What follows belongs to an exercise in optimizing a design on an open flow for small area and a short achievable clock period; a production flow would make more cautious choices. Where RTL was checked, it was by simulation tests only, not by an equivalence proof against the original. Function not checked in run 7: the RTL went through the layout flow alone. Power figures rest on the tool's default switching activity, not on a simulated workload.

==> design.v <==
package ram_pkg;
  typedef enum logic {
    IDLE,
    CLEAR
  } state_t;
  localparam int RDW_READ_FIRST  = 0;
  localparam int RDW_WRITE_FIRST = 1;
endpackage
module ram_clear_fsm #(
  parameter int addrWidth    = 8,
  parameter int clearOnReset = 1
) (
  input  logic clk,
  input  logic reset,
  output logic busy
);
  logic                 busy_q;
  logic [addrWidth-1:0] cnt_q;
  always_ff @(posedge clk) begin
    if (reset) begin
      busy_q <= (clearOnReset != 0);
      cnt_q  <= '0;
    end else if (busy_q) begin
      cnt_q <= cnt_q + 1'b1;
      if (&cnt_q) begin
        busy_q <= 1'b0;
      end
    end
  end
  assign busy = busy_q;
endmodule
module ram_dp_be #(
  parameter int    dataWidth    = 16,
  parameter int    addrWidth    = 8,
  parameter int    byteWidth    = 8,
  parameter int    rdwMode      = 0,
  parameter int    outReg       = 1,
  parameter int    clearOnReset = 1,
  parameter        filename     = "data.txt"
) (
  input  logic                           clk,
  input  logic                           reset,
  input  logic                           write,
  input  logic [addrWidth-1:0]           writeAddress,
  input  logic [dataWidth/byteWidth-1:0] byteEnable,
  input  logic [dataWidth-1:0]           in,
  input  logic                           read,
  input  logic [addrWidth-1:0]           readAddress,
  output logic [dataWidth-1:0]           out,
  output logic                           outValid,
  output logic                           busy
);
  localparam int Lanes = dataWidth / byteWidth;
  localparam int Depth = 1 << addrWidth;
  localparam int QW    = 3;                     
  localparam int NQ    = 1 << QW;
  localparam int SW    = addrWidth - QW;        
  localparam int NS    = 1 << SW;
  ram_clear_fsm #(
    .addrWidth    (addrWidth),
    .clearOnReset (clearOnReset)
  ) u_clr (
    .clk   (clk),
    .reset (reset),
    .busy  (busy)
  );
  logic wrAcc, rdAcc;
  assign wrAcc = write & ~busy & ~reset;
  assign rdAcc = read & ~busy & ~reset;
  logic clr_q;    
  always_ff @(posedge clk) begin
    clr_q <= reset;
  end
  logic [Depth-1:0]       wsel;
  logic [Depth*Lanes-1:0] keep;
  logic [dataWidth-1:0]   wdat;
  ram_wr_dec #(
    .dataWidth (dataWidth),
    .addrWidth (addrWidth),
    .byteWidth (byteWidth)
  ) u_wdec (
    .wrAcc        (wrAcc),
    .clear        (clr_q),
    .writeAddress (writeAddress),
    .byteEnable   (byteEnable),
    .in           (in),
    .wsel         (wsel),
    .keep         (keep),
    .wdat         (wdat)
  );
  logic [dataWidth-1:0] mem [Depth];
  for (genvar w = 0; w < Depth; w++) begin : g_word
    for (genvar l = 0; l < Lanes; l++) begin : g_lane
      always_ff @(posedge clk) begin
        mem[w][l*byteWidth +: byteWidth] <=
          (mem[w][l*byteWidth +: byteWidth] & {byteWidth{keep[w*Lanes + l]}}) |
          (wdat[l*byteWidth +: byteWidth] & {byteWidth{wsel[w]}});
      end
    end
  end
  logic [NS-1:0] rsel;
  ram_rd_dec #(.selWidth (SW)) u_rdec (
    .addr (readAddress[SW-1:0]),
    .sel  (rsel)
  );
  logic [dataWidth-1:0] part_q [NQ];    
  logic [NQ-1:0]        rq_q;           
  logic                 rv_q;
  for (genvar q = 0; q < NQ; q++) begin : g_q
    for (genvar c = 0; c < dataWidth; c++) begin : g_c
      logic [NS-1:0] t;
      for (genvar j = 0; j < NS; j++) begin : g_t
        assign t[j] = mem[q*NS + j][c] & rsel[j];
      end
      always_ff @(posedge clk) begin
        part_q[q][c] <= |t;
      end
    end
  end
  always_ff @(posedge clk) begin
    for (int q = 0; q < NQ; q++) begin
      rq_q[q] <= rdAcc & (readAddress[addrWidth-1:SW] == QW'(q));
    end
    rv_q <= rdAcc;
  end
  logic [dataWidth-1:0] rdWord;
  always_comb begin
    rdWord = '0;
    for (int q = 0; q < NQ; q++) begin
      rdWord = rdWord | (part_q[q] & {dataWidth{rq_q[q]}});
    end
  end
  logic [dataWidth-1:0] out_q;
  logic                 ov_q;
  always_ff @(posedge clk) begin
    if (reset) begin
      out_q <= '0;
      ov_q  <= 1'b0;
    end else begin
      out_q <= rdWord | (out_q & {dataWidth{~rv_q}});
      ov_q  <= rv_q;
    end
  end
  assign out      = out_q;
  assign outValid = ov_q;
endmodule
module ram_wr_dec #(
  parameter int dataWidth = 16,
  parameter int addrWidth = 8,
  parameter int byteWidth = 8
) (
  input  logic                                         wrAcc,
  input  logic                                         clear,
  input  logic [addrWidth-1:0]                         writeAddress,
  input  logic [dataWidth/byteWidth-1:0]               byteEnable,
  input  logic [dataWidth-1:0]                         in,
  output logic [(1<<addrWidth)-1:0]                    wsel,
  output logic [(1<<addrWidth)*(dataWidth/byteWidth)-1:0] keep,
  output logic [dataWidth-1:0]                         wdat
);
  localparam int Lanes = dataWidth / byteWidth;
  localparam int Depth = 1 << addrWidth;
  logic [Lanes-1:0] laneWr;
  for (genvar l = 0; l < Lanes; l++) begin : g_lane
    assign laneWr[l] = wrAcc & byteEnable[l];
    assign wdat[l*byteWidth +: byteWidth] =
      in[l*byteWidth +: byteWidth] & {byteWidth{laneWr[l]}};
  end
  for (genvar w = 0; w < Depth; w++) begin : g_word
    assign wsel[w] = (writeAddress == addrWidth'(w));
    for (genvar l = 0; l < Lanes; l++) begin : g_keep
      assign keep[w*Lanes + l] = ~(wsel[w] & laneWr[l]) & ~clear;
    end
  end
endmodule
module ram_rd_dec #(
  parameter int selWidth = 4
) (
  input  logic [selWidth-1:0]      addr,
  output logic [(1<<selWidth)-1:0] sel
);
  for (genvar j = 0; j < (1 << selWidth); j++) begin : g_sel
    assign sel[j] = (addr == selWidth'(j));
  end
endmodule
==> run.sh <==
#!/bin/bash
# synth_recipe.tcl (not shown) runs the flow's synth.tcl, then flattens the netlist and writes it again
# the make line also repeats each setting of config.mk as NAME=value (left out here)
make -C /OpenROAD-flow-scripts/flow DESIGN_CONFIG=/design/flow/config.mk WORK_HOME=/design/flow/orfs CLKGATE_MAP_FILE= SYNTH_SCRIPT=/design/flow/synth_recipe.tcl finish
==> config.mk <==
export PLATFORM = sky130hd
export DESIGN_NAME = ram_dp_be
export DESIGN_NICKNAME = ram_dp_be
export VERILOG_FILES = /design/flow/design.v
export SDC_FILE = /design/flow/constraint.sdc
export NUM_CORES = 4
export LEC_CHECK = 0
export CAP_MARGIN = 20
export CORE_MARGIN = 2
export CORE_UTILIZATION = 45
export CTS_CLUSTER_DIAMETER = 100
export CTS_CLUSTER_SIZE = 25
export SETUP_SLACK_MARGIN = 1.5
export SLEW_MARGIN = 20
export SYNTH_HIERARCHICAL = 1
==> constraint.sdc <==
create_clock -name core_clock -period 4.0 [get_ports {clk}]
set_input_delay 0.8000 -clock core_clock [delete_from_list [all_inputs] [get_ports {clk}]]
set_output_delay 0.8000 -clock core_clock [all_outputs]
set_load 0.01 [all_outputs]
==> results of run 1 <==
-- area by class of cell --
| class | count | area, um^2 |
|---|---|---|
| tap | 4578 | 5730 |
| clock inverter | 7 | 71.3 |
| fill | 30700 | 179000 |
| inverter | 1 | 3.75 |
| multi-input combinational | 7809 | 62600 |
| clock buffer | 202 | 5000 |
| timing repair buffer | 842 | 9050 |
| antenna | 44 | 110 |
| sequential | 4260 | 85300 |
-- Yosys cell counts (12+ instances only) --
cell type and instances:
a221oi_1 16, a222oi_1 16, a22o_1 4112, a22oi_1 2064
a31oi_1 528, and3_1 16, buf_1 552, buf_2 292
buf_4 54, buf_6 99, clkbuf_1 1248, dfxtp_1 4260
nand4_1 516, nand4bb_1 12, nor2_1 243, nor2_2 57
or4_1 130
-- flip-flops by register name, summed over array words and instances (netlist names) --
register,flops
u_clr.cnt_q,8
out_q,16
ov_q,1
u_clr.busy_q,1
mem,4096
rq_q,8
rv_q,1
part_q,128
clr_q,1
-- timing repair --
item                                    4_1_cts  5_1_grt
endpoints found under the setup margin      994      385
hold endpoints to repair                      0        0
gates resized for setup                      91       34
pin swaps                                    31       14
buffers inserted                             35       13
hold buffers                                  0        0
cloned                                        9        3
-- stage by stage --
stage / TNS, ns / utilization [%] / setup WS, ns
6_report: 0 / 48.5 / 1.41
5_1_grt: 0 / 48.4 / 1.46
4_1_cts: 0 / 48.3 / 1.50
3_5_place_dp: -0.283 / 46.6 / -0.103
3_3_place_gp: -0.781 / 46.6 / -0.176
2_1_floorplan: 0 / - / 1.49
-- how the worst min path moves through the flow --
stage | slack (ns) | end | from | cells after the start
final | 0.48 | mem[37][15] | mem[37][15] | 1
after global routing | 0.49 | mem[91][15] | mem[91][15] | 1
after CTS | 0.48 | mem[63][7] | mem[63][7] | 1
after detailed placement | 0.45 | mem[195][13] | mem[195][13] | 1
after global placement | 0.45 | mem[18][12] | mem[18][12] | 1
after floorplan | 0.44 | mem[100][10] | mem[100][10] | 1
-- kinds of logic after synthesis --
kind of cell / Yosys count
flip-flops: 4260
AO/OA/AOI/OAI: 6743
buffers and inverters: 2256
adder cells (fa/ha/maj): 1
XOR/XNOR: 4
AND/OR/NAND/NOR: 1055
multiplexers: 1
-- cell usage in the layout, fill, tap and decap left out, types with 14 or more instances in the layout --
cell,n
dfxtp_1,4242
a22o_1,4112
a22oi_1,2047
buf_4,573
a31oi_1,520
nand4_1,516
clkbuf_16,200
nor2_1,196
buf_12,194
or4_1,128
nor2_2,65
diode_2,44
nor2_4,44
clkdlybuf4s50_1,24
a22oi_2,17
a222oi_1,16
and3_4,16
dlygate4sd2_1,15
a221oi_1,14
-- report_power, final --
group / switching (mW) / internal, mW / total [mW]
combinational: 1.85 / 0.422 / 2.27
clock: 13.8 / 8.98 / 22.7
sequential: 0.0157 / 42.4 / 42.4
total: 15.6 / 51.8 / 67.4
-- per-layer routing --
metal / global-route usage, % / vias up / part of all wire [%]
met3: 8.19 / 1734 / 11
met1: 44.5 / 65900 / 39
li1: - / 53700 / -
met4: 21.0 / 26 / 6.9
met5: 0.0406 / - / 0.031
met2: 49.5 / 9006 / 42
==> impl_metrics.csv, run 1 <==
group,metric,value,unit
grt,grt_pass1_wl,897,mm
die,chipWidth,594,um
route,wl_per_cell,35.6,um
die,ios,56,
setup_path,worstSetupPathType,"in -> reg",
sta,hold_slack,0.479,ns
synth,ys_ff_latch,4260,
synth,synth-edff-count,0,
cells_and_area,final_nets,13100,
setup_path,worstPathMaxFanout,19,
placement,io_buffers,55,
setup_path,arrival,3.44,ns
setup_path,cp-endpoint,"mem[238][14]",
synth,synthSimpleGateAreaFrac,4.17,%
setup_path,cp_cell_sequence,"buf_2, and4b_2, buf_4, a31oi_1, a22o_1",
clock_tree,clock_sinks,4260,
setup_path,critPathTopFamily,"buffers and inverters",
setup_path,end_kind,"register",
cells_and_area,final_area,168000,um^2
synth,synth_async_sr_flop_share,0,%
setup_path,reg2reg_depth,5,
sta,finalCritPeriodShare,64.8,%
synth,synth_area_leader_cell,"dfxtp_1",
setup_path,timing.critical_path.buf_inv,2,
synth,synth.area.mux_share,0.00638,%
synth,synthCells,14300,
die,rows,216,
route,drc,0,
clock_tree,cts_buffers,193,
sta,grt_setup_unrepaired,"true",
grt,grt_start_max_net_pins,104,
setup_path,cp_slowest_cell,"and4b_2",
power,p_leak,60.5,nW
die,start_util,45.3,%
die,die_area,353000,um^2
setup_path,worst-path-stages,5,
synth,ys.flop_type,"dfxtp_1",
placement,place_congestion,0.959,
sta,slew_violations,0,
cells_and_area,syn_to_final_growth,7.01,%
synth,avgSynthCellArea,11.0,um^2
synth,synthesis.area,157000,um^2
setup_path,rr_endpoint,"mem[165][15]",
setup_path,critical-path-max-stage-delay,0.84,ns
cells_and_area,drive_above_1_share,9.37,%
synth,synth.top_cells.by_area,"dfxtp_1 54%, a22o_1 23%, a22oi_1 9.9%, clkbuf_1 3.0%, a31oi_1 2.1%",
sta,setup_violations,0,
grt,grt_usage,33.7,%
job,maxCapViolations,0,
route,vias,130000,
route,drt-vias-per-instance,7.35,
clock_tree,cts_buffer_depth,4,
synth,synth-xor-area-share,0.0223,%
sta,hold_violations,0,
power,ir_worst_vdd,321,uV
hold_path,hp-class,"reg -> reg",
die,fp.dieH,594,um
clock_tree,clkSlewWorstSetupHoldPaths,0.10,ns
power,p_total,67.4,mW
power,power_density,401,nW/um^2
synth,synth-warning-count,10,
grt,antenna_found_initial,62,
sta,fin_skew,0.0427,ns
status,status,"finished clean",
setup_path,r2r_setup_slack,1.55,ns
clock_tree,clk_latency,0.95,ns
clock_tree,h-tree-depth,4,
synth,yosysUniqueCellTypes,46,
placement,place_hpwl,400,mm
synth,synthAdderAreaFrac,0.00798,%
synth,ys_seq_area_share,54.4,%
setup_path,worstReg2RegStart,"u_clr.busy_q",
route,drtIter0Drc,17800,
route,drt-total-wl,631,mm
cells_and_area,final-instance-count-excl-fill,17700,
sta,slew_headroom,12.1,%
grt,gr-total-overflow,0,
clock_tree,cts-root-buf,"clkbuf_16",
synth,yosysTopAreaCellShare,54.4,%
synth,synth_top_family_by_area,"compound AO/OA/AOI/OAI gates",
grt,grt_pass1_vias,124000,
synth,synth_compound_gate_area_share,35.2,%
placement,placed_cell_area,161000,um^2
setup_path,required,4.84,ns
route,drt_first_pass_iters,7,
setup_path,crit_start,"writeAddress[6]",
die,core_area,346000,um^2
clock_tree,tritoncts,"built",
setup_path,startpoint_type,"input port",
synth,syn_nets,14400,
sta,min_period,2.59,ns
route,ant_nets,0,
sta,max_freq,0.386,GHz
placement,dpl.cell_count,17400,
sta,tightest_slew,1.32,ns
==> run 2: changes to the inputs <==
--- a/design.v
+++ b/design.v
@@ -162,13 +162,38 @@
   localparam int Depth = 1 << addrWidth;
-  logic [Lanes-1:0] laneWr;
+  localparam int LoW   = addrWidth / 2;
+  localparam int HiW   = addrWidth - LoW;
+  logic [(1<<HiW)-1:0] hiSel;
+  logic [(1<<LoW)-1:0] loSel;
+  ram_wr_pre #(.addrWidth (addrWidth)) u_pre (
+    .wrAcc        (wrAcc),
+    .writeAddress (writeAddress),
+    .hiSel        (hiSel),
+    .loSel        (loSel)
+  );
   for (genvar l = 0; l < Lanes; l++) begin : g_lane
-    assign laneWr[l] = wrAcc & byteEnable[l];
     assign wdat[l*byteWidth +: byteWidth] =
-      in[l*byteWidth +: byteWidth] & {byteWidth{laneWr[l]}};
+      in[l*byteWidth +: byteWidth] & {byteWidth{byteEnable[l]}};
   end
   for (genvar w = 0; w < Depth; w++) begin : g_word
-    assign wsel[w] = (writeAddress == addrWidth'(w));
+    assign wsel[w] = hiSel[w >> LoW] & loSel[w % (1 << LoW)];
     for (genvar l = 0; l < Lanes; l++) begin : g_keep
-      assign keep[w*Lanes + l] = ~(wsel[w] & laneWr[l]) & ~clear;
-    end
+      assign keep[w*Lanes + l] = ~(wsel[w] & byteEnable[l]) & ~clear;
+    end
+  end
+endmodule
+module ram_wr_pre #(
+  parameter int addrWidth = 8
+) (
+  input  logic                                wrAcc,
+  input  logic [addrWidth-1:0]                writeAddress,
+  output logic [(1<<(addrWidth-addrWidth/2))-1:0] hiSel,
+  output logic [(1<<(addrWidth/2))-1:0]       loSel
+);
+  localparam int LoW = addrWidth / 2;
+  localparam int HiW = addrWidth - LoW;
+  for (genvar h = 0; h < (1 << HiW); h++) begin : g_hi
+    assign hiSel[h] = wrAcc & (writeAddress[addrWidth-1:LoW] == HiW'(h));
+  end
+  for (genvar i = 0; i < (1 << LoW); i++) begin : g_lo
+    assign loSel[i] = (writeAddress[LoW-1:0] == LoW'(i));
   end
==> flow/run.sh (new file) <==
#!/bin/bash
# Layout flow: the standard flow (standard.sh, unchanged synthesis and
# steps), except that the port buffers inserted before placement are plain
# sky130_fd_sc_hd__buf_4 cells instead of the delay cells buffer_ports picks
# by default. Every input and output port still gets its own buffer.
# make's full output goes to flow_make.log in the work folder; each ORFS
# step also keeps its own log under orfs/logs/.
set -euo pipefail
cd "$(dirname "${BASH_SOURCE[0]}")/.."
bash standard.sh finish \
  "BUFFER_PORTS_ARGS=-buffer_cell sky130_fd_sc_hd__buf_4" \
  > flow_make.log 2>&1
==> standard.sh (new file) <==
#!/bin/bash
# synth_recipe.tcl (not shown) runs the flow's synth.tcl, then flattens the netlist and writes it again
# the make line also repeats each setting of config.mk as NAME=value (left out here)
make -C /OpenROAD-flow-scripts/flow DESIGN_CONFIG=/design/flow/config.mk WORK_HOME=/design/flow/orfs CLKGATE_MAP_FILE= SYNTH_SCRIPT=/design/flow/synth_recipe.tcl "${@:-finish}"
--- a/config.mk
+++ b/config.mk
@@ -12,3 +12,3 @@
 export CTS_CLUSTER_SIZE = 25
-export SETUP_SLACK_MARGIN = 1.5
+export SETUP_SLACK_MARGIN = 1.6
 export SLEW_MARGIN = 20
removed: run.sh
==> run 2 against run 1 <==
  * Critical path depth down 3
  * Worst setup slack better by 0.032 ns
  * Sequential power about the same
  * Fmax up 1.3%
  * Synthesized cell count down 0.41%
  * First-iteration DRC count up 1.3%
  * Area after synthesis about the same
  * Die area about the same
  * Utilization up 0.12 points
  * Count of clock-buffer cells in the layout up 1
  * Combinational power up 47%
  * Largest cell class unchanged
  * Highest routed layer unchanged
==> impl_metrics.csv, run 2 <==
group,metric,value,unit
grt,antenna_found_initial,50,
placement,place_congestion,0.916,
sta,finalCritPeriodShare,64.0,%
sta,fin_skew,0.0448,ns
grt,grt_start_max_net_pins,121,
clock_tree,tritoncts,"built",
clock_tree,h-tree-depth,4,
route,wl_per_cell,34.6,um
synth,ys_seq_area_share,54.4,%
die,core_area,346000,um^2
setup_path,startpoint_type,"register",
sta,hold_violations,0,
setup_path,arrival,1.76,ns
cells_and_area,layout_common_cells,"4242 x dfxtp_1, 4112 x a22o_1, 2060 x a22oi_1",
synth,synth-edff-count,0,
grt,grt_pass1_vias,120000,
cells_and_area,final_nets,12800,
die,chipWidth,594,um
sta,slew_headroom,21.7,%
sta,slew_violations,0,
die,ios,56,
clock_tree,clk_latency,0.95,ns
clock_tree,clock_sinks,4260,
setup_path,critical-path-max-stage-delay,0.46,ns
synth,synth_area_leader_cell,"dfxtp_1",
sta,min_period,2.56,ns
die,fp.dieH,594,um
setup_path,cp_slowest_cell,"dfxtp_4",
status,status,"finished clean",
synth,ys_ff_latch,4260,
clock_tree,cts_buffers,192,
route,ant_nets,0,
clock_tree,cts_buffer_depth,4,
placement,io_buffers,55,
setup_path,timing.critical_path.buf_inv,2,
synth,synth_most_common_cell,"dfxtp_1",
synth,yosys-top-cells-count,"4260 x dfxtp_1, 4112 x a22o_1, 2064 x a22oi_1, 1186 x clkbuf_1, 549 x buf_1",
cells_and_area,regMostFlops,"mem",
setup_path,worstSetupPathType,"reg -> out",
clock_tree,cts-root-buf,"clkbuf_16",
cells_and_area,reg_top3,"mem (4096), part_q (128), out_q (16)",
synth,ys.flop_type,"dfxtp_1",
setup_path,worstPathMaxFanout,9,
sta,tightest_slew,1.17,ns
sta,max_freq,0.391,GHz
power,p_leak,60.0,nW
synth,avgSynthCellArea,11.0,um^2
power,ir_worst_vdd,418,uV
route,drtIter0Drc,18100,
synth,synth.top_cells.by_area,"dfxtp_1 54%, a22o_1 23%, a22oi_1 9.9%, clkbuf_1 2.8%, a31oi_1 2.1%",
route,vias,127000,
die,start_util,45.3,%
setup_path,critPathTopFamily,"flip-flops",
job,maxCapViolations,0,
cells_and_area,largest_reg_flops,4096,
cells_and_area,syn_to_final_growth,7.30,%
placement,place_hpwl,373,mm
synth,synth-warning-count,10,
cells_and_area,drive_above_1_share,10.5,%
synth,yosysTopAreaCellShare,54.4,%
synth,synthesis.area,157000,um^2
setup_path,cp_cell_sequence,"buf_8, buf_4",
placement,preCtsSetupSlack,0.130,ns
sta,setup_slack,1.44,ns
grt,grt_usage,31.9,%
route,drt-total-wl,603,mm
route,drt-vias-per-instance,7.32,
die,die_area,353000,um^2
sta,tns,0,ns
synth,yosysUniqueCellTypes,35,
grt,grt_pass1_wl,856,mm
synth,synth_async_sr_flop_share,0,%
grt,gr-total-overflow,0,
setup_path,end_kind,"output pin",
clock_tree,clkSlewWorstSetupHoldPaths,0.10,ns
hold_path,hp-class,"in -> reg",
power,power_density,406,nW/um^2
route,drc,0,
setup_path,required,3.20,ns
die,rows,216,
sta,grt_setup_unrepaired,"true",
synth,syn_nets,14300,
route,drt_first_pass_iters,7,
cells_and_area,final_common_cell,"dfxtp_1",
power,p_total,68.4,mW
sta,setup_violations,0,
synth,synthCells,14300,
-- run 2: changes by cell type after synthesis, moves of 34 or more --
cell	change
buf_2	+35
clkbuf_1	-62
nor2_2	-57
buf_4	-39
and2_1	+270
nor2_1	-178
buf_6	+34
-- run 2: report_power, final --
part	total (mW)	switching, mW	internal [mW]
clock	22.6	13.7	8.94
sequential	42.4	0.00920	42.4
combinational	3.33	2.74	0.589
total	68.4	16.5	51.9
-- run 2: final cells by class --
type	instances	area, um^2
Antenna cell	31	77.6
Clock buffer	203	4950
Clock inverter	6	73.8
Fill cell	30500	178000
Inverter	1	3.75
Multi-Input combinational cell	7799	65300
Sequential cell	4260	85300
Tap cell	4578	5730
Timing Repair Buffer	529	6780
-- run 2: final timing paths --
| kind | from | end | slack [ns] | depth (start not counted) |
|---|---|---|---|---|
| setup / recovery | u_clr.busy_q | busy | 1.44 | 2 |
| hold / removal | readAddress[6] | rq_q[0] | 0.13 | 2 |
| setup reg to reg | u_clr.busy_q | mem[134][10] | 1.50 | 11 |
| hold reg to reg | mem[68][15] | mem[68][15] | 0.48 | 1 |
-- run 2: logic make-up after synthesis --
family / share of synthesized area (%)
AOI/OAI and AO/OA: 35.2
DFF: 54.4
buffers and inverters: 6.30
and+or+nand+nor: 4.12
xor gates and xnor gates: 0.0223
muxes: 0.00638
adders and majority gates: 0.00798
-- run 2: through the flow --
| stage | hold WS (ns) | util, % | area (um^2) | cells |
|---|---|---|---|---|
| 2_1_floorplan | 0.440 | - | 158000 | 14300 |
| 3_3_place_gp | 0.452 | 45.7 | 158000 | 17100 |
| 3_5_place_dp | 0.453 | 45.7 | 158000 | 17100 |
| 4_1_cts | 0.0823 | 47.7 | 165000 | 17300 |
| 5_1_grt | 0.124 | 48.6 | 168000 | 17400 |
| 6_report | 0.130 | 48.6 | 168000 | 17400 |
-- run 2: repair_timing --
item	in CTS	in global routing
hold buffers	0	0
pin swaps	28	78
cloned	11	28
setup endpoints to repair	3925	2187
setup buffers	32	37
resized for setup	352	440
-- run 2: metal layers --
metal	wire [um]	up-vias	share of wire, %	track usage [%]
li1	-	53000	-	-
met1	242000	64500	40	42.9
met2	261000	8393	43	47.5
met3	65800	1378	11	7.15
met4	33700	32	5.6	17.1
met5	254	-	0.042	0
==> run 3: changes to the inputs <==
--- a/design.v
+++ b/design.v
@@ -14,5 +14,6 @@
   input  logic reset,
+  output logic busyInt,
   output logic busy
 );
-  logic                 busy_q;
+  logic                 busy_q, busyOut_q;
   logic [addrWidth-1:0] cnt_q;
@@ -20,12 +21,19 @@
     if (reset) begin
-      busy_q <= (clearOnReset != 0);
-      cnt_q  <= '0;
-    end else if (busy_q) begin
-      cnt_q <= cnt_q + 1'b1;
-      if (&cnt_q) begin
-        busy_q <= 1'b0;
-      end
-    end
-  end
-  assign busy = busy_q;
+      busy_q    <= (clearOnReset != 0);
+      busyOut_q <= (clearOnReset != 0);
+      cnt_q     <= '0;
+    end else begin
+      if (busy_q) begin
+        cnt_q <= cnt_q + 1'b1;
+        if (&cnt_q) begin
+          busy_q <= 1'b0;
+        end
+      end
+      if (busyOut_q && (&cnt_q)) begin
+        busyOut_q <= 1'b0;
+      end
+    end
+  end
+  assign busyInt = busy_q;
+  assign busy    = busyOut_q;
 endmodule
@@ -58,2 +66,3 @@
   localparam int NS    = 1 << SW;
+  logic busyInt;
   ram_clear_fsm #(
@@ -62,9 +71,10 @@
   ) u_clr (
-    .clk   (clk),
-    .reset (reset),
-    .busy  (busy)
+    .clk     (clk),
+    .reset   (reset),
+    .busyInt (busyInt),
+    .busy    (busy)
   );
   logic wrAcc, rdAcc;
-  assign wrAcc = write & ~busy & ~reset;
-  assign rdAcc = read & ~busy & ~reset;
+  assign wrAcc = write & ~busyInt & ~reset;
+  assign rdAcc = read & ~busyInt & ~reset;
   logic clr_q;    
--- a/config.mk
+++ b/config.mk
@@ -9,3 +9,3 @@
 export CORE_MARGIN = 2
-export CORE_UTILIZATION = 45
+export CORE_UTILIZATION = 50
 export CTS_CLUSTER_DIAMETER = 100
==> run 3 against run 2 <==
  * Global-route usage rose by 3.7 points
  * Count of clock-buffer cells in the layout fell by 4
  * Die area fell by 9.9%
  * Wire length fell by 0.98%
  * Fmax fell by 1.3%
  * Critical endpoint is now part_q[1][13]
  * Largest cell class unchanged
==> impl_metrics.csv, run 3 <==
group,metric,value,unit
sta,setup_violations,0,
cells_and_area,fillCellCount,26500,
synth,syn_nets,14300,
route,drtIter0Drc,18300,
die,die_area,318000,um^2
job,maxCapViolations,0,
sta,tightest_slew,1.37,ns
synth,ys_ff_latch,4261,
synth,synth_async_sr_flop_share,0,%
placement,place_hpwl,377,mm
sta,tns,0,ns
setup_path,critPathTopFamily,"simple AND/OR/NAND/NOR gates",
synth,synthesis.area,157000,um^2
clock_tree,clk_latency,0.96,ns
grt,grt_pass1_vias,119000,
die,ios,56,
power,p_total,68.3,mW
setup_path,worstPathMaxFanout,64,
synth,synth-edff-count,0,
hold_path,hp-class,"in -> reg",
clock_tree,clock_sinks,4261,
synth,synth_area_leader_cell,"dfxtp_1",
synth,yosys-top-cells-count,"4261 x dfxtp_1, 4112 x a22o_1, 2064 x a22oi_1, 1186 x clkbuf_1, 549 x buf_1",
grt,grt_pass1_wl,854,mm
synth,yosysTopAreaCellShare,54.4,%
grt,grt_usage,35.6,%
placement,place_congestion,0.968,
power,p_int,51.9,mW
cells_and_area,regMostFlops,"mem",
clock_tree,cts-root-buf,"clkbuf_16",
sta,hold_slack,0.118,ns
die,core_area,312000,um^2
setup_path,cp_slowest_cell,"or4_1",
route,drt-vias-per-instance,7.48,
setup_path,critical-path-max-stage-delay,0.66,ns
grt,antenna_found_initial,53,
setup_path,end_kind,"register",
sta,fin_skew,0.0736,ns
setup_path,timing.critical_path.buf_inv,3,
sta,slew_violations,0,
route,drt_first_pass_iters,8,
die,fp.dieH,564,um
setup_path,cp_cell_sequence,"buf_4, nand2_2, buf_8, nor2_4, buf_12, a22oi_1, nand4_1, or4_1",
clock_tree,tritoncts,"built",
placement,placed_cell_area,158000,um^2
power,p_sw_share,24.0,%
clock_tree,h-tree-depth,4,
setup_path,required,4.80,ns
cells_and_area,final_area,167000,um^2
clock_tree,cts_buffers,193,
route,wl_per_cell,35.2,um
setup_path,worstSetupPathType,"in -> reg",
synth,synth-warning-count,10,
route,vias,127000,
power,p_leak,60.0,nW
cells_and_area,layout_common_cells,"4243 x dfxtp_1, 4112 x a22o_1, 2058 x a22oi_1",
cells_and_area,final_common_cell,"dfxtp_1",
synth,synth.top_cells.by_area,"dfxtp_1 54%, a22o_1 23%, a22oi_1 9.9%, clkbuf_1 2.8%, a31oi_1 2.1%",
grt,gr-total-overflow,0,
route,ant_nets,0,
sta,max_freq,0.386,GHz
synth,avgSynthCellArea,11.0,um^2
sta,min_period,2.59,ns
clock_tree,clkSlewWorstSetupHoldPaths,0.10,ns
sta,slew_headroom,8.43,%
power,ir_worst_vdd,340,uV
clock_tree,ctsHoldBuffers,0,
setup_path,startpoint_type,"input port",
synth,synth_most_common_cell,"dfxtp_1",
cells_and_area,largest_reg_flops,4096,
route,drc,0,
cells_and_area,reg_top3,"mem (4096), part_q (128), out_q (16)",
sta,hold_violations,0,
placement,io_buffers,55,
route,drt-total-wl,597,mm
setup_path,arrival,3.40,ns
sta,grt_setup_unrepaired,"true",
power,seqPwrFrac,62.1,%
cells_and_area,syn_to_final_growth,6.73,%
cells_and_area,drive_above_1_share,10.6,%
die,rows,205,
synth,ys.flop_type,"dfxtp_1",
cells_and_area,final_nets,12800,
power,combPwrFrac,4.8,%
clock_tree,cts_buffer_depth,4,
status,status,"finished clean",
die,start_util,50.3,%
power,power_density,408,nW/um^2
synth,yosysUniqueCellTypes,37,
die,chipWidth,564,um
sta,finalCritPeriodShare,64.8,%
synth,ys_seq_area_share,54.4,%
power,p_switching,16.4,mW
grt,grt_start_max_net_pins,109,
power,clkPwrFrac,33.1,%
synth,synthCells,14300,
==> run 3: cell types whose count changed after synthesis, sizes merged <==
cell | before | now
a21o | 0 | 2
dfxtp | 4260 | 4261
inv | 0 | 1
nand2b | 12 | 11
nand3 | 5 | 4
nand4 | 515 | 516
o21ai | 4 | 3
or3 | 4 | 5
==> run 3: worst reg2reg max path: stages (launching register included) <==
cell and delay (ns):
dfxtp_4 0.36, nor3b_4 0.17, buf_6 0.15, or3b_4 0.49, nor2_4 0.26, buf_12 0.18, clkbuf_16 0.23, a31oi_2 0.22
a22o_1 0.28
==> run 3: metal layers <==
metal  part of all wire, %  up-vias  routed length, um  global-route usage, %
li1                      -    53100                  -                      -
met1                    41    64100             243000                   49.0
met2                    43     8308             256000                   52.7
met3                    11     1346              63800                   6.84
met4                   5.7       26              34200                   18.7
met5                 0.029        -                176                      0
==> run 3: what timing repair did <==
item / CTS / global route
endpoints found under the setup margin: 4223 / 2069
setup buffers: 35 / 27
cloned: 15 / 22
pin swaps: 13 / 30
endpoints found under the hold margin: 0 / 0
gates resized for setup: 488 / 271
==> run 3: power groups by stage <==
stage | logic [mW] | registers [mW] | clock network (mW)
final | 3.29 | 42.4 | 22.6
after global routing | 3.32 | 42.4 | 24.2
after detailed placement | 2.95 | 43.4 | 0
after CTS | 3.06 | 42.4 | 22.8
after floorplan | 1.75 | 43.4 | 0
after global placement | 2.90 | 43.4 | 0
==> run 3: final timing paths <==
path,end,from,slack [ns],cells after the start
setup / recovery,part_q[1][13],readAddress[2],1.41,8
hold / removal,rq_q[4],readAddress[6],0.12,2
setup reg to reg,mem[28][15],u_clr.busy_q,1.54,8
hold reg to reg,mem[172][8],mem[172][8],0.48,1
==> run 3: final cells by class <==
class / count / area, um^2 / area share (%)
Inverter: 2 / 7.51 / 0.00448
Multi-Input combinational cell: 7805 / 65300 / 39.0
Tap cell: 4140 / 5180 / 3.09
Clock buffer: 199 / 4960 / 2.96
Timing Repair Buffer: 527 / 6510 / 3.89
Sequential cell: 4261 / 85400 / 51.0
Antenna cell: 20 / 50.0 / 0.0299
Clock inverter: 6 / 85.1 / 0.0508
==> run 3: cell families after synthesis <==
group	after synthesis	synth area share, %
compound gates	6744	35.2
flops	4261	54.4
buf+inv	2220	6.30
simple gates	1034	4.12
xor+xnor	4	0.0223
mux	1	0.00638
fa+ha+maj	1	0.00798
==> run 3: stage by stage <==
step / setup WS (ns) / std cells / utilization, %
after floorplan: 1.43 / 14300 / -
after global placement: 0.355 / 16600 / 50.7
after detailed placement: 0.353 / 16600 / 50.7
after CTS: 1.55 / 16900 / 53.0
after global routing: 1.46 / 16900 / 53.7
final: 1.41 / 17000 / 53.7
==> run 4: changes to the inputs <==
--- a/design.v
+++ b/design.v
@@ -76,4 +76,4 @@
   );
-  logic wrAcc, rdAcc;
-  assign wrAcc = write & ~busyInt & ~reset;
+  logic wrReq, rdAcc;
+  assign wrReq = write & ~reset;    
   assign rdAcc = read & ~busyInt & ~reset;
@@ -91,3 +91,4 @@
   ) u_wdec (
-    .wrAcc        (wrAcc),
+    .wrReq        (wrReq),
+    .busy         (busyInt),
     .clear        (clr_q),
@@ -161,3 +162,4 @@
 ) (
-  input  logic                                         wrAcc,
+  input  logic                                         wrReq,
+  input  logic                                         busy,
   input  logic                                         clear,
@@ -174,10 +176,11 @@
   localparam int HiW   = addrWidth - LoW;
-  logic [(1<<HiW)-1:0] hiSel;
+  logic [(1<<HiW)-1:0] hiDec, hiSel;
   logic [(1<<LoW)-1:0] loSel;
   ram_wr_pre #(.addrWidth (addrWidth)) u_pre (
-    .wrAcc        (wrAcc),
+    .wrReq        (wrReq),
     .writeAddress (writeAddress),
-    .hiSel        (hiSel),
+    .hiSel        (hiDec),
     .loSel        (loSel)
   );
+  assign hiSel = hiDec & {(1<<HiW){~busy}};
   for (genvar l = 0; l < Lanes; l++) begin : g_lane
@@ -196,3 +199,3 @@
 ) (
-  input  logic                                wrAcc,
+  input  logic                                wrReq,
   input  logic [addrWidth-1:0]                writeAddress,
@@ -204,3 +207,3 @@
   for (genvar h = 0; h < (1 << HiW); h++) begin : g_hi
-    assign hiSel[h] = wrAcc & (writeAddress[addrWidth-1:LoW] == HiW'(h));
+    assign hiSel[h] = wrReq & (writeAddress[addrWidth-1:LoW] == HiW'(h));
   end
--- a/config.mk
+++ b/config.mk
@@ -9,3 +9,3 @@
 export CORE_MARGIN = 2
-export CORE_UTILIZATION = 50
+export CORE_UTILIZATION = 55
 export CTS_CLUSTER_DIAMETER = 100
==> run 4 against run 3 <==
  * Critical path depth stayed put
  * Final cell count is 2.0% lower
  * Worst setup slack gained 0.080 ns
  * Register-to-register slack got worse by 0.03 ns
  * Largest cell class unchanged
  * Combinational power decreased by 14%
  * Design area down 2.4%
  * Via count grew 0.85%
  * Die area decreased by 9.5%
  * Area after synthesis down 0.54%
  * Wire length increased by 6.0%
  * Sequential power about the same
  * Hold slack worse by 0.072 ns
  * Still clean on timing, DRC and antenna
==> impl_metrics.csv, run 4 <==
group,metric,value,unit
status,status,"finished clean",
grt,grt_usage,42.0,%
synth,ys_ff_latch,4261,
die,fp.dieH,537,um
route,drtIter0Drc,19800,
sta,slew_violations,0,
setup_path,startpoint_type,"input port",
synth,synthesis.area,156000,um^2
placement,placed_cell_area,157000,um^2
clock_tree,cts-root-buf,"clkbuf_16",
cells_and_area,final_nets,12800,
route,drc,0,
synth,avgSynthCellArea,10.9,um^2
cells_and_area,regMostFlops,"mem",
route,drt-total-wl,633,mm
clock_tree,clock_sinks,4261,
setup_path,end_kind,"register",
synth,yosysUniqueCellTypes,42,
sta,grt_setup_unrepaired,"true",
setup_path,worstSetupPathType,"in -> reg",
grt,antenna_found_initial,101,
die,ios,56,
synth,yosys-top-cells-count,"4261 x dfxtp_1, 4112 x a22o_1, 2064 x a22oi_1, 1253 x clkbuf_1, 560 x buf_1",
synth,ys_seq_area_share,54.7,%
cells_and_area,layout_common_cells,"4243 x dfxtp_1, 4112 x a22o_1, 2063 x a22oi_1",
route,wl_per_cell,38.1,um
cells_and_area,largest_reg_flops,4096,
grt,grt_pass1_wl,891,mm
grt,gr-total-overflow,0,
sta,slew_headroom,23.0,%
sta,hold_violations,0,
sta,fin_skew,0.0267,ns
sta,tns,0,ns
clock_tree,ctsHoldBuffers,0,
placement,place_congestion,1.01,
grt,grt_start_max_net_pins,117,
placement,io_buffers,55,
synth,synth-edff-count,0,
die,start_util,55.3,%
die,core_area,282000,um^2
synth,synthCells,14300,
setup_path,worstPathMaxFanout,83,
cells_and_area,syn_to_final_growth,4.69,%
placement,place_hpwl,411,mm
clock_tree,h-tree-depth,4,
sta,min_period,2.51,ns
cells_and_area,final_area,163000,um^2
synth,ys.flop_type,"dfxtp_1",
clock_tree,clkSlewWorstSetupHoldPaths,0.10,ns
setup_path,critical-path-max-stage-delay,0.59,ns
power,power_density,415,nW/um^2
sta,setup_violations,0,
die,rows,195,
job,maxCapViolations,0,
clock_tree,cts_buffer_depth,4,
setup_path,required,4.83,ns
clock_tree,cts_buffers,192,
setup_path,cp_cell_sequence,"buf_4, or3b_4, nor2_4, buf_12, buf_6, a22oi_1, nand4_1, or4_1",
die,chipWidth,537,um
cells_and_area,fin_util,57.9,%
synth,synth.top_cells.by_area,"dfxtp_1 55%, a22o_1 23%, a22oi_1 9.9%, clkbuf_1 3.0%, nand4_1 2.1%",
cells_and_area,multi_input_area,62400,um^2
synth,synth_async_sr_flop_share,0,%
hold_path,hp-class,"in -> reg",
power,p_total,67.8,mW
synth,syn_nets,14300,
sta,max_freq,0.398,GHz
synth,yosysTopAreaCellShare,54.7,%
route,drt_first_pass_iters,7,
cells_and_area,reg_top3,"mem (4096), part_q (128), out_q (16)",
sta,tightest_slew,1.15,ns
grt,grt_pass1_vias,118000,
power,p_leak,59.5,nW
synth,synth_most_common_cell,"dfxtp_1",
setup_path,arrival,3.34,ns
cells_and_area,drive_above_1_share,7.61,%
cells_and_area,final_common_cell,"dfxtp_1",
power,ir_worst_vdd,395,uV
clock_tree,tritoncts,"built",
cells_and_area,register_area,85400,um^2
synth,synth-warning-count,10,
route,vias,128000,
route,ant_nets,0,
cells_and_area,fillCellCount,23300,
sta,finalCritPeriodShare,62.8,%
die,die_area,288000,um^2
route,drt-vias-per-instance,7.70,
sta,hold_slack,0.0466,ns
setup_path,cp_slowest_cell,"or4_1",
synth,synth_area_leader_cell,"dfxtp_1",
setup_path,r2r_setup_slack,1.51,ns
clock_tree,clk_latency,0.96,ns
==> run 4: final cells by class <==
class	count	area share (%)
Sequential cell	4261	52.3
Multi-Input combinational cell	7838	38.2
Timing Repair Buffer	499	3.48
Clock buffer	198	3.02
Tap cell	3743	2.87
Antenna cell	80	0.123
Clock inverter	2	0.0130
Inverter	2	0.00460
==> run 4: worst paths after layout <==
check / from / to / cells past startpoint
setup / recovery: readAddress[0] / part_q[6][1] / 8
hold / removal: readAddress[6] / rq_q[0] / 2
setup reg to reg: u_clr.busy_q / mem[102][14] / 4
hold reg to reg: mem[49][9] / mem[49][9] / 1
==> run 4: per-layer routing <==
metal  global-route usage [%]  part of all wire [%]  wire (um)
met1                     57.0                    40     251000
met4                     26.0                   6.9      43500
met5                        0                 0.052        332
met3                     11.1                    12      76800
met2                     59.4                    41     261000
==> run 4: power by group <==
group	total [mW]	switching, mW	internal, mW	leakage (nW)
registers	42.4	0.0134	42.4	34.3
clock network	22.5	13.7	8.84	2.44
logic	2.83	2.42	0.413	22.8
==> run 4: cells by family (layout without fill, tap and decap cells) <==
group,count (synthesis),count (layout),share of synthesized area (%)
AOI/OAI and AO/OA,6744,6744,34.9
DFF,4261,4261,54.7
buffers and inverters,2170,701,5.93
and+or+nand+nor,1083,1088,4.41
xor gates and xnor gates,4,4,0.0225
adders and majority gates,1,1,0.00802
muxes,1,1,0.00642
other,0,80,0
==> run 4: critical path: cells and delay by family <==
family	cells	cell delay (ns)
buf+inv	3	0.66
simple gates	4	1.32
compound gates	1	0.32
==> run 4: per-stage QoR <==
stage,std cells,setup WS [ns]
4_1_cts,16500,1.51
2_1_floorplan,14300,1.35
6_report,16600,1.49
5_1_grt,16600,1.57
3_5_place_dp,16300,0.341
3_3_place_gp,16300,0.328
==> run 4: what timing repair did <==
action,in CTS,in global routing
endpoints found under the hold margin,0,0
gates resized for setup,98,77
endpoints found under the setup margin,4216,605
cloned,4,1
setup buffers,12,11
pin swaps,8,7
==> run 5: changes to the inputs <==
--- a/config.mk
+++ b/config.mk
@@ -12,3 +12,3 @@
 export CTS_CLUSTER_SIZE = 25
-export SETUP_SLACK_MARGIN = 1.6
+export SETUP_SLACK_MARGIN = 1.75
 export SLEW_MARGIN = 20
==> run 5 against run 4 <==
  * Sequential share of layout area down 1.4 points
  * Non-clock buffer count up 175
  * Global-route usage up 0.26 points
  * Critical path type unchanged
  * Synthesized cell count unchanged
  * Register-to-register slack better by 0.19 ns
  * Worst setup slack better by 0.049 ns
  * Flip-flop and latch count unchanged
  * Fmax up 2.0%
  * Utilization up 1.6 points
  * Area after synthesis unchanged
  * Design area up 2.8%
  * Still clean
  * Via count up 0.87%
==> impl_metrics.csv, run 5 <==
group,metric,value,unit
clock_tree,h-tree-depth,4,
cells_and_area,final_area,168000,um^2
grt,grt_usage,42.3,%
synth,ys_ff_latch,4261,
placement,dpl.cell_count,16400,
synth,synthCells,14300,
grt,grt_start_max_net_pins,92,
sta,slew_headroom,23.2,%
die,start_util,55.3,%
synth,yosys-top-cells-count,"4261 x dfxtp_1, 4112 x a22o_1, 2064 x a22oi_1, 1253 x clkbuf_1, 560 x buf_1",
grt,antenna_found_initial,64,
cells_and_area,register_area,85400,um^2
grt,grt_pass1_wl,896,mm
die,core_area,282000,um^2
sta,setup_slack,1.54,ns
synth,synth_most_common_cell,"dfxtp_1",
die,die_area,288000,um^2
synth,synth-warning-count,10,
hold_path,holdPathEnd,"rq_q[0]",
cells_and_area,multi_input_area,64600,um^2
power,ir_worst_vdd,416,uV
clock_tree,cts_buffer_depth,4,
power,power_density,405,nW/um^2
sta,hold_violations,0,
clock_tree,cts-root-buf,"clkbuf_16",
setup_path,required,4.81,ns
placement,placed_cell_area,160000,um^2
route,drt_first_pass_iters,10,
route,wl_per_cell,38.3,um
hold_path,whs_path_depth,2,
sta,slew_violations,0,
die,fp.dieH,537,um
clock_tree,tritoncts,"built",
synth,syn_nets,14300,
clock_tree,cts_buffers,192,
sta,max_freq,0.406,GHz
cells_and_area,final_nets,13000,
synth,synth_area_leader_cell,"dfxtp_1",
synth,synth-edff-count,0,
route,ant_nets,0,
setup_path,end_kind,"register",
synth,ys_seq_area_share,54.7,%
route,drtIter0Drc,19200,
synth,avgSynthCellArea,10.9,um^2
power,p_total,68.0,mW
cells_and_area,layout_common_cells,"4242 x dfxtp_1, 4112 x a22o_1, 1780 x a22oi_1",
synth,synthesis.area,156000,um^2
grt,grt_pass1_vias,119000,
grt,gr-total-overflow,0,
route,drt-vias-per-instance,7.67,
clock_tree,clkSlewWorstSetupHoldPaths,0.10,ns
die,chipWidth,537,um
cells_and_area,reg_top3,"mem (4096), part_q (128), out_q (16)",
placement,place_hpwl,415,mm
sta,tightest_slew,1.15,ns
setup_path,reg2reg_depth,7,
placement,place_congestion,0.969,
sta,grt_setup_unrepaired,"true",
clock_tree,clock_sinks,4261,
hold_path,hp-start,"readAddress[5]",
sta,fin_skew,0.0459,ns
synth,yosysUniqueCellTypes,42,
cells_and_area,fillCellCount,22800,
synth,ys.flop_type,"dfxtp_1",
sta,min_period,2.46,ns
setup_path,worstPathMaxFanout,16,
sta,finalCritPeriodShare,61.6,%
setup_path,worstSetupPathType,"in -> reg",
sta,tns,0,ns
setup_path,rr_endpoint,"mem[103][5]",
cells_and_area,regMostFlops,"mem",
synth,yosysTopAreaCellShare,54.7,%
setup_path,worstReg2RegStart,"u_clr.busy_q",
clock_tree,clk_latency,0.95,ns
route,drc,0,
cells_and_area,syn_to_final_growth,7.58,%
die,rows,195,
sta,setup_violations,0,
hold_path,hp-class,"in -> reg",
setup_path,startpoint_type,"input port",
placement,preCtsSetupSlack,0.367,ns
cells_and_area,final-instance-count-excl-fill,16800,
synth,synth.top_cells.by_area,"dfxtp_1 55%, a22o_1 23%, a22oi_1 9.9%, clkbuf_1 3.0%, nand4_1 2.1%",
die,ios,56,
route,vias,129000,
job,maxCapViolations,0,
cells_and_area,final_common_cell,"dfxtp_1",
synth,synth_async_sr_flop_share,0,%
status,status,"finished clean",
placement,io_buffers,55,
cells_and_area,drive_above_1_share,12.4,%
setup_path,r2r_setup_slack,1.70,ns
power,p_leak,60.8,nW
cells_and_area,largest_reg_flops,4096,
route,drt-total-wl,644,mm
setup_path,arrival,3.28,ns
[run 5: cell counts after synthesis]
No cell type changed its count.
[run 5: what timing repair did]
item | 4_1_cts | 5_1_grt
setup endpoints to repair | 4068 | 1406
pin swaps | 23 | 20
buffers inserted | 46 | 39
hold buffers | 0 | 0
gates cloned | 2 | 15
resized for setup | 183 | 185
[run 5: metal layers]
metal  GRT usage, %  part of all wire (%)  wire, um
met2           61.0                    42    271000
met1           56.4                    38    246000
met3           10.0                    12     77300
met5              0                 0.027       176
met4           27.7                   7.7     49400
[run 5: stage by stage]
stage,hold WS [ns],utilization (%)
final,0.0399,59.5
after floorplan,0.440,-
after CTS,0.0113,58.9
after global routing,0.0583,59.4
after global placement,0.452,56.7
after detailed placement,0.453,56.7
[run 5: power breakdown]
part           total [mW]  switching [mW]  internal (mW)
Combinational        3.03            2.50          0.530
Clock                22.5            13.8           8.78
Sequential           42.4          0.0121           42.4
[run 5: area by class of cell]
class	instances	area share, %
multi-input combinational	7835	38.5
antenna	99	0.148
inverter	2	0.00447
tap	3743	2.79
clock buffer	196	2.91
sequential	4261	50.9
clock inverter	4	0.0253
timing repair buffer	674	4.78
[run 5: cell families (layout without fill, tap and decap cells)]
group                      Yosys count  count (layout)  synth area share, %
DFF                               4261            4261                 54.7
adders and majority gates            1               1              0.00802
buffers and inverters             2170             876                 5.93
other                                0              99                    0
muxes                                1               1              0.00642
xor gates and xnor gates             4               4               0.0225
AOI/OAI and AO/OA                 6744            6744                 34.9
and+or+nand+nor                   1083            1085                 4.41
[run 5: worst max path at each step]
stage	cells after the start	to	slack [ns]	start
5_1_grt	1	out[1]	1.62	out_q[1]
3_3_place_gp	8	part_q[0][14]	0.41	readAddress[1]
3_5_place_dp	8	mem[73][10]	0.37	writeAddress[1]
4_1_cts	1	out[2]	1.63	out_q[2]
2_1_floorplan	10	mem[2][10]	1.35	reset
6_report	8	part_q[1][13]	1.54	readAddress[1]
[run 5: critical path, cell delays in order]
cell	delay [ns]
buf_4	0.13
nand3b_1	0.22
buf_4	0.16
nor2_4	0.13
clkbuf_16	0.24
a22oi_2	0.21
nand4_1	0.56
or4_1	0.72
==> run 6: changes to the inputs <==
--- a/config.mk
+++ b/config.mk
@@ -9,3 +9,3 @@
 export CORE_MARGIN = 2
-export CORE_UTILIZATION = 55
+export CORE_UTILIZATION = 62
 export CTS_CLUSTER_DIAMETER = 100
==> run 6 against run 5 <==
  * Still clean on timing, DRC and antenna
  * Critical path depth down 1
  * Register-to-register slack lost 0.07 ns
  * Via count grew 0.41%
  * Clock power about the same
  * Largest cell class unchanged
==> impl_metrics.csv, run 6 <==
group,metric,value,unit
status,status,"finished clean",
setup_path,startpoint_type,"input port",
sta,tns,0,ns
route,ant_nets,0,
synth,synth.top_cells.by_area,"dfxtp_1 55%, a22o_1 23%, a22oi_1 9.9%, clkbuf_1 3.0%, nand4_1 2.1%",
setup_path,critical-path-max-stage-delay,0.65,ns
grt,grt_pass1_vias,121000,
placement,io_buffers,55,
setup_path,worstReg2RegStart,"u_clr.busy_q",
placement,place_hpwl,394,mm
cells_and_area,drive_above_1_share,13.2,%
route,drc,0,
setup_path,arrival,3.26,ns
placement,place_congestion,1.00,
synth,ys_seq_area_share,54.7,%
power,power_density,405,nW/um^2
grt,gr-total-overflow,0,
synth,yosysTopAreaCellShare,54.7,%
route,drtIter0Drc,20700,
hold_path,hp-class,"in -> reg",
synth,ys.flop_type,"dfxtp_1",
route,drt-vias-per-instance,7.95,
hold_path,holdPathEnd,"rq_q[4]",
cells_and_area,register_area,85400,um^2
setup_path,worstSetupPathType,"in -> reg",
cells_and_area,final_nets,12900,
synth,synth_area_leader_cell,"dfxtp_1",
power,clkPwrFrac,33.0,%
sta,slew_violations,0,
synth,syn_nets,14300,
clock_tree,ctsHoldBuffers,0,
setup_path,required,4.78,ns
route,drt_first_pass_iters,10,
grt,grt_pass1_wl,872,mm
sta,slew_headroom,14.7,%
die,core_area,251000,um^2
synth,synthesis.area,156000,um^2
route,wl_per_cell,37.7,um
grt,grt_usage,45.7,%
sta,min_period,2.48,ns
die,rows,184,
sta,hold_slack,0.166,ns
sta,max_freq,0.402,GHz
cells_and_area,layout_common_cells,"4242 x dfxtp_1, 4112 x a22o_1, 1771 x a22oi_1",
job,maxCapViolations,0,
setup_path,critPathTopFamily,"simple AND/OR/NAND/NOR gates",
power,ir_worst_vdd,494,uV
clock_tree,cts-root-buf,"clkbuf_16",
synth,avgSynthCellArea,10.9,um^2
synth,synthCells,14300,
setup_path,reg2reg_depth,4,
route,drt-total-wl,615,mm
die,fp.dieH,506,um
sta,hold_violations,0,
clock_tree,clk_latency,0.91,ns
synth,yosysUniqueCellTypes,42,
placement,preCtsSetupSlack,0.494,ns
hold_path,hp-start,"readAddress[5]",
setup_path,r2r_setup_slack,1.63,ns
route,vias,130000,
sta,finalCritPeriodShare,62.1,%
die,start_util,62.2,%
sta,grt_setup_unrepaired,"true",
die,die_area,256000,um^2
setup_path,rr_endpoint,"mem[223][7]",
cells_and_area,multi_input_area,65400,um^2
sta,fin_skew,0.0324,ns
grt,grt_start_max_net_pins,129,
cells_and_area,regMostFlops,"mem",
setup_path,timing.critical_path.buf_inv,2,
grt,antenna_found_initial,67,
sta,setup_violations,0,
setup_path,crit_start,"readAddress[1]",
cells_and_area,largest_reg_flops,4096,
power,combPwrFrac,4.4,%
clock_tree,clkSlewWorstSetupHoldPaths,0.11,ns
cells_and_area,fin_util,66.7,%
setup_path,cp_cell_sequence,"buf_4, or3b_4, nor2_4, buf_12, a22oi_2, nand4_1, or4_1",
cells_and_area,final_common_cell,"dfxtp_1",
power,p_leak,60.3,nW
power,seqPwrFrac,62.6,%
clock_tree,clock_sinks,4261,
synth,ys_ff_latch,4261,
power,p_switching,16.1,mW
synth,synth-warning-count,10,
cells_and_area,reg_top3,"mem (4096), part_q (128), out_q (16)",
sta,setup_slack,1.52,ns
setup_path,worstPathMaxFanout,80,
synth,synth-edff-count,0,
power,p_sw_share,23.8,%
cells_and_area,syn_to_final_growth,7.14,%
clock_tree,cts_buffer_depth,3,
synth,synth_async_sr_flop_share,0,%
synth,yosys-top-cells-count,"4261 x dfxtp_1, 4112 x a22o_1, 2064 x a22oi_1, 1253 x clkbuf_1, 560 x buf_1",
clock_tree,h-tree-depth,4,
hold_path,whs_path_depth,2,
placement,dpl.cell_count,15900,
synth,synth_most_common_cell,"dfxtp_1",
setup_path,end_kind,"register",
clock_tree,tritoncts,"built",
cells_and_area,fillCellCount,18800,
die,ios,56,
die,chipWidth,506,um
power,p_int,51.6,mW
cells_and_area,final-instance-count-excl-fill,16300,
setup_path,cp_slowest_cell,"or4_1",
clock_tree,cts_buffers,188,
sta,tightest_slew,1.28,ns
run 6: through the flow:
stage / power (mW) / instance area (um^2)
3_5_place_dp: 46.0 / 159000
5_1_grt: 69.0 / 167000
6_report: 67.7 / 167000
3_3_place_gp: 46.0 / 159000
2_1_floorplan: 45.1 / 161000
4_1_cts: 67.4 / 166000
run 6: power groups by stage:
stage	clock network (mW)	logic, mW	registers (mW)
after floorplan	0	1.69	43.4
after global placement	0	2.62	43.4
after detailed placement	0	2.66	43.4
after CTS	22.2	2.78	42.4
after global routing	23.7	2.99	42.4
final	22.3	2.99	42.4
run 6: final cells by class:
cell class | count | area share, %
flip-flops and latches | 4261 | 51.1
diodes | 88 | 0.132
inverters | 2 | 0.00449
repair buffers | 562 | 4.17
well taps | 3348 | 2.51
clock buffers | 195 | 2.89
multi-input cells | 7836 | 39.1
clock inverters | 12 | 0.106
run 6: timing repair:
action                                  CTS  global route
setup endpoints to repair              4091          1686
pin swaps                                15            25
endpoints found under the hold margin     0             0
buffers inserted                         44            16
resized for setup                       403           184
cloned                                    4             6
run 6: how the worst max path moves through the flow:
stage	to	slack [ns]	cells after the start
after global placement	part_q[2][9]	0.50	8
final	part_q[7][14]	1.52	7
after global routing	part_q[7][12]	1.67	7
after detailed placement	mem[202][5]	0.49	8
after CTS	mem[125][14]	1.61	4
after floorplan	mem[2][10]	1.35	10
run 6: worst reg2reg max path, delay by kind of cell (launching register included):
family,cells,cell delay [ns]
buf+inv,1,0.36
simple gates,1,1.02
compound gates,2,0.43
flops,1,0.46
run 6: layer usage:
metal,track usage (%),share of wire (%)
met5,0,0.071
met4,31.5,7.8
met3,14.5,14
met2,63.8,41
met1,59.9,37
run 6: cells by family after synthesis:
group                      after synthesis  synth area share (%)
adders and majority gates                1               0.00802
xor gates and xnor gates                 4                0.0225
and+or+nand+nor                       1083                  4.41
AOI/OAI and AO/OA                     6744                  34.9
buffers and inverters                 2170                  5.93
DFF                                   4261                  54.7
muxes                                    1               0.00642
==> run 7: changes to the inputs <==
==> design.v (replaced) <==
package ram_pkg;
  typedef enum logic {
    IDLE,
    CLEAR
  } state_t;
  localparam int RDW_READ_FIRST  = 0;
  localparam int RDW_WRITE_FIRST = 1;
endpackage
module ram_clear_fsm #(
  parameter int addrWidth    = 8,
  parameter int clearOnReset = 1
) (
  input  logic clk,
  input  logic reset,
  output logic busy
);
  logic                 busy_q;
  logic [addrWidth-1:0] cnt_q;
  always_ff @(posedge clk) begin
    if (reset) begin
      busy_q <= (clearOnReset != 0);
      cnt_q  <= '0;
    end else if (busy_q) begin
      cnt_q <= cnt_q + 1'b1;
      if (&cnt_q) begin
        busy_q <= 1'b0;
      end
    end
  end
  assign busy = busy_q;
endmodule
module ram_dp_be #(
  parameter int    dataWidth    = 16,
  parameter int    addrWidth    = 8,
  parameter int    byteWidth    = 8,
  parameter int    rdwMode      = 0,
  parameter int    outReg       = 1,
  parameter int    clearOnReset = 1,
  parameter        filename     = "data.txt"
) (
  input  logic                           clk,
  input  logic                           reset,
  input  logic                           write,
  input  logic [addrWidth-1:0]           writeAddress,
  input  logic [dataWidth/byteWidth-1:0] byteEnable,
  input  logic [dataWidth-1:0]           in,
  input  logic                           read,
  input  logic [addrWidth-1:0]           readAddress,
  output logic [dataWidth-1:0]           out,
  output logic                           outValid,
  output logic                           busy
);
  localparam int Lanes = dataWidth / byteWidth;
  localparam int Depth = 1 << addrWidth;
  localparam int LoW   = addrWidth / 2;
  localparam int HiW   = addrWidth - LoW;
  localparam int NLo   = 1 << LoW;
  localparam int NHi   = 1 << HiW;
  ram_clear_fsm #(
    .addrWidth    (addrWidth),
    .clearOnReset (clearOnReset)
  ) u_clr (
    .clk   (clk),
    .reset (reset),
    .busy  (busy)
  );
  logic wrAcc, rdAcc;
  assign wrAcc = write & ~busy & ~reset;
  assign rdAcc = read & ~busy & ~reset;
  logic                 clr_q;    
  logic [Lanes-1:0]     wl_q;     
  logic [addrWidth-1:0] wa_q;
  logic [dataWidth-1:0] wd_q;     
  logic [NHi-1:0]       rhi_q;    
  logic [NLo-1:0]       rlo_q;    
  logic                 rv_q;
  always_ff @(posedge clk) begin
    clr_q <= reset;
    wa_q  <= writeAddress;
    for (int l = 0; l < Lanes; l++) begin
      wl_q[l] <= wrAcc & byteEnable[l];
      wd_q[l*byteWidth +: byteWidth] <=
        in[l*byteWidth +: byteWidth] & {byteWidth{wrAcc & byteEnable[l]}};
    end
    for (int h = 0; h < NHi; h++) begin
      rhi_q[h] <= rdAcc & (readAddress[addrWidth-1:LoW] == HiW'(h));
    end
    for (int i = 0; i < NLo; i++) begin
      rlo_q[i] <= (readAddress[LoW-1:0] == LoW'(i));
    end
    rv_q <= rdAcc;
  end
  logic [dataWidth-1:0] mem [Depth];
  for (genvar w = 0; w < Depth; w++) begin : g_word
    logic             wsel;
    logic [Lanes-1:0] keep;
    assign wsel = (wa_q == addrWidth'(w));
    for (genvar l = 0; l < Lanes; l++) begin : g_lane
      assign keep[l] = ~(wsel & wl_q[l]) & ~clr_q;
      always_ff @(posedge clk) begin
        mem[w][l*byteWidth +: byteWidth] <=
          (mem[w][l*byteWidth +: byteWidth] & {byteWidth{keep[l]}}) |
          (wd_q[l*byteWidth +: byteWidth] & {byteWidth{wsel}});
      end
    end
  end
  logic [dataWidth-1:0] rdWord;
  always_comb begin
    rdWord = '0;
    for (int w = 0; w < Depth; w++) begin
      rdWord = rdWord |
        (mem[w] & {dataWidth{rhi_q[w / NLo] & rlo_q[w % NLo]}});
    end
  end
  logic [dataWidth-1:0] out_q;
  logic                 ov_q;
  always_ff @(posedge clk) begin
    if (reset) begin
      out_q <= '0;
      ov_q  <= 1'b0;
    end else begin
      out_q <= rdWord | (out_q & {dataWidth{~rv_q}});
      ov_q  <= rv_q;
    end
  end
  assign out      = out_q;
  assign outValid = ov_q;
endmodule
==> run.sh (new file) <==
#!/bin/bash
# synth_recipe.tcl (not shown) runs the flow's synth.tcl, then flattens the netlist and writes it again
# the make line also repeats each setting of config.mk as NAME=value (left out here)
make -C /OpenROAD-flow-scripts/flow DESIGN_CONFIG=/design/flow/config.mk WORK_HOME=/design/flow/orfs CLKGATE_MAP_FILE= SYNTH_SCRIPT=/design/flow/synth_recipe.tcl finish
--- a/config.mk
+++ b/config.mk
@@ -9,7 +9,3 @@
 export CORE_MARGIN = 2
-export CORE_UTILIZATION = 62
-export CTS_CLUSTER_DIAMETER = 100
-export CTS_CLUSTER_SIZE = 25
-export SETUP_SLACK_MARGIN = 1.75
+export CORE_UTILIZATION = 60
 export SLEW_MARGIN = 20
-export SYNTH_HIERARCHICAL = 1
removed: flow/run.sh
removed: standard.sh
==> run 7 against run 6 <==
  * The flow now stops in global routing (5_1_grt)
  * Area after synthesis is 1.3% lower
  * Synthesized cell count is 1.8% lower
==> impl_metrics.csv, run 7 <==
group,metric,value,unit
die,ios,56,
placement,place_hpwl,902,mm
synth,synth.top_cells.by_area,"dfxtp_1 54%, a22o_1 25%, a22oi_1 4.2%, clkbuf_1 3.2%, a32oi_1 1.8%",
grt,grt_start_max_net_pins,113,
status,haltStage,"global routing (5_1_grt)",
status,toolErrorMsg,"[ERROR GRT-0116] Global routing finished with congestion. Check the congestion regions in the DRC Viewer.",
grt,gr-total-overflow,12700,
grt,grt_pass1_vias,184000,
clock_tree,cts_buffers,415,
synth,synth_async_sr_flop_share,0,%
synth,syn_nets,14000,
synth,synth_area_leader_cell,"dfxtp_1",
synth,synth_most_common_cell,"a22o_1",
die,start_util,60.5,%
clock_tree,clock_sinks,4182,
synth,ys_seq_area_share,54.4,%
synth,ys.flop_type,"dfxtp_1",
placement,place_congestion,1.63,
synth,yosys-top-cells-count,"4344 x a22o_1, 4182 x dfxtp_1, 1293 x clkbuf_1, 853 x a22oi_1, 557 x a21oi_1",
clock_tree,cts_buffer_depth,4,
clock_tree,ctsHoldBuffers,0,
synth,avgSynthCellArea,11.0,um^2
synth,synthCells,14000,
placement,io_buffers,55,
clock_tree,cts-root-buf,"clkbuf_16",
grt,grt_usage,100,%
synth,synth-warning-count,3,
die,fp.dieH,511,um
synth,synthesis.area,154000,um^2
clock_tree,cts_resized,0,
synth,ys_ff_latch,4182,
status,status,"aborted with a tool error",
synth,synth-edff-count,0,
clock_tree,post_cts_buffers,0,
die,rows,185,
synth,yosysTopAreaCellShare,54.4,%
clock_tree,h-tree-depth,5,
grt,grt_pass1_wl,1800,mm
die,chipWidth,511,um
placement,placed_cell_area,167000,um^2
synth,yosysUniqueCellTypes,60,
[run 7: changes by cell type after synthesis, moves of 123 or more]
cell      previous run  this run
a221oi_1            16       163
a222oi_1            16       153
a22o_1            4112      4344
a22oi_1           2064       853
a32oi_1              0       322
and3_1               0       167
buf_1              560       118
buf_2              204        53
nand3_1              4       295
nand4_1            515       212
nor2_1              65       329
o22ai_1              0       123
[run 7: worst min-delay path by stage]
stage                               start  slack [ns]     endpoint
after CTS                 writeAddress[1]        0.30      wa_q[1]
after detailed placement      mem[111][1]        0.45  mem[111][1]
after global placement        mem[117][4]        0.45  mem[117][4]
after floorplan                 mem[0][6]        0.43    mem[0][6]
[run 7: through the flow]
stage | std cells | power, mW | setup WS, ns | hold slack, ns
after floorplan | 14000 | 43.4 | 1.71 | 0.434
after CTS | 18200 | 83.9 | 0.203 | 0.299
after global placement | 17400 | 44.9 | -0.236 | 0.448
after detailed placement | 17400 | 45.0 | 0.210 | 0.447
[run 7: cells by family after synthesis]
kind of cell    synth area share, %
compound gates                 36.6
xor+xnor                     0.0228
simple gates                   5.26
mux                         0.00650
fa+ha+maj                   0.00813
buf+inv                        3.72
flops                          54.4
[run 7: power groups by stage]
| stage | combinational (mW) | sequential, mW | clock (mW) |
|---|---|---|---|
| after floorplan | 0.825 | 42.6 | 0 |
| after global placement | 2.28 | 42.6 | 0 |
| after detailed placement | 2.34 | 42.6 | 0 |
| after CTS | 2.34 | 41.7 | 39.9 |
[run 7: routing by layer]
layer  GRT overflow  GRT usage, %
met3           2967          98.1
met2           4024           104
met4           1953          97.5
met1           3496           100
met5            298          88.6

## static timing again, ports no longer ideal
In the flow no input, the clock included, has a driving cell. The finished layouts below were timed again as built, in two steps. Step 1, drivers: a clkbuf_16 drives clk and a buf_2 each remaining input, both assumed. Step 2, shift: input delay + t, output delay - t, t = (earliest + latest rising clock arrival at the registers) / 2. This alone moves slack from input paths to output paths. Three values: ideal ports, drivers, drivers and shift; two values: the first two.
run	t (ns)	setup WS [ns]	hold WS [ns]
run 1	1.045	1.409 / 1.280 / 0.235	0.479 / 0.461 / 0.479
run 2	1.029	1.441 / 1.336 / 0.461	0.130 / 0.056 / 0.478
run 3	1.026	1.408 / 1.476 / 0.450	0.118 / 0.048 / 0.476
run 4	1.046	1.487 / 1.478 / 0.472	0.047 / 0.121 / 0.476
run 5	1.032	1.536 / 1.516 / 0.562	0.040 / 0.044 / 0.475
run 6	1.015	1.515 / 1.578 / 0.598	0.166 / 0.074 / 0.477
After both steps every run listed still meets setup and hold. The setup slack of run 1, which loses most, moves by -0.129 ns with the drivers and by -1.174 ns with both steps.
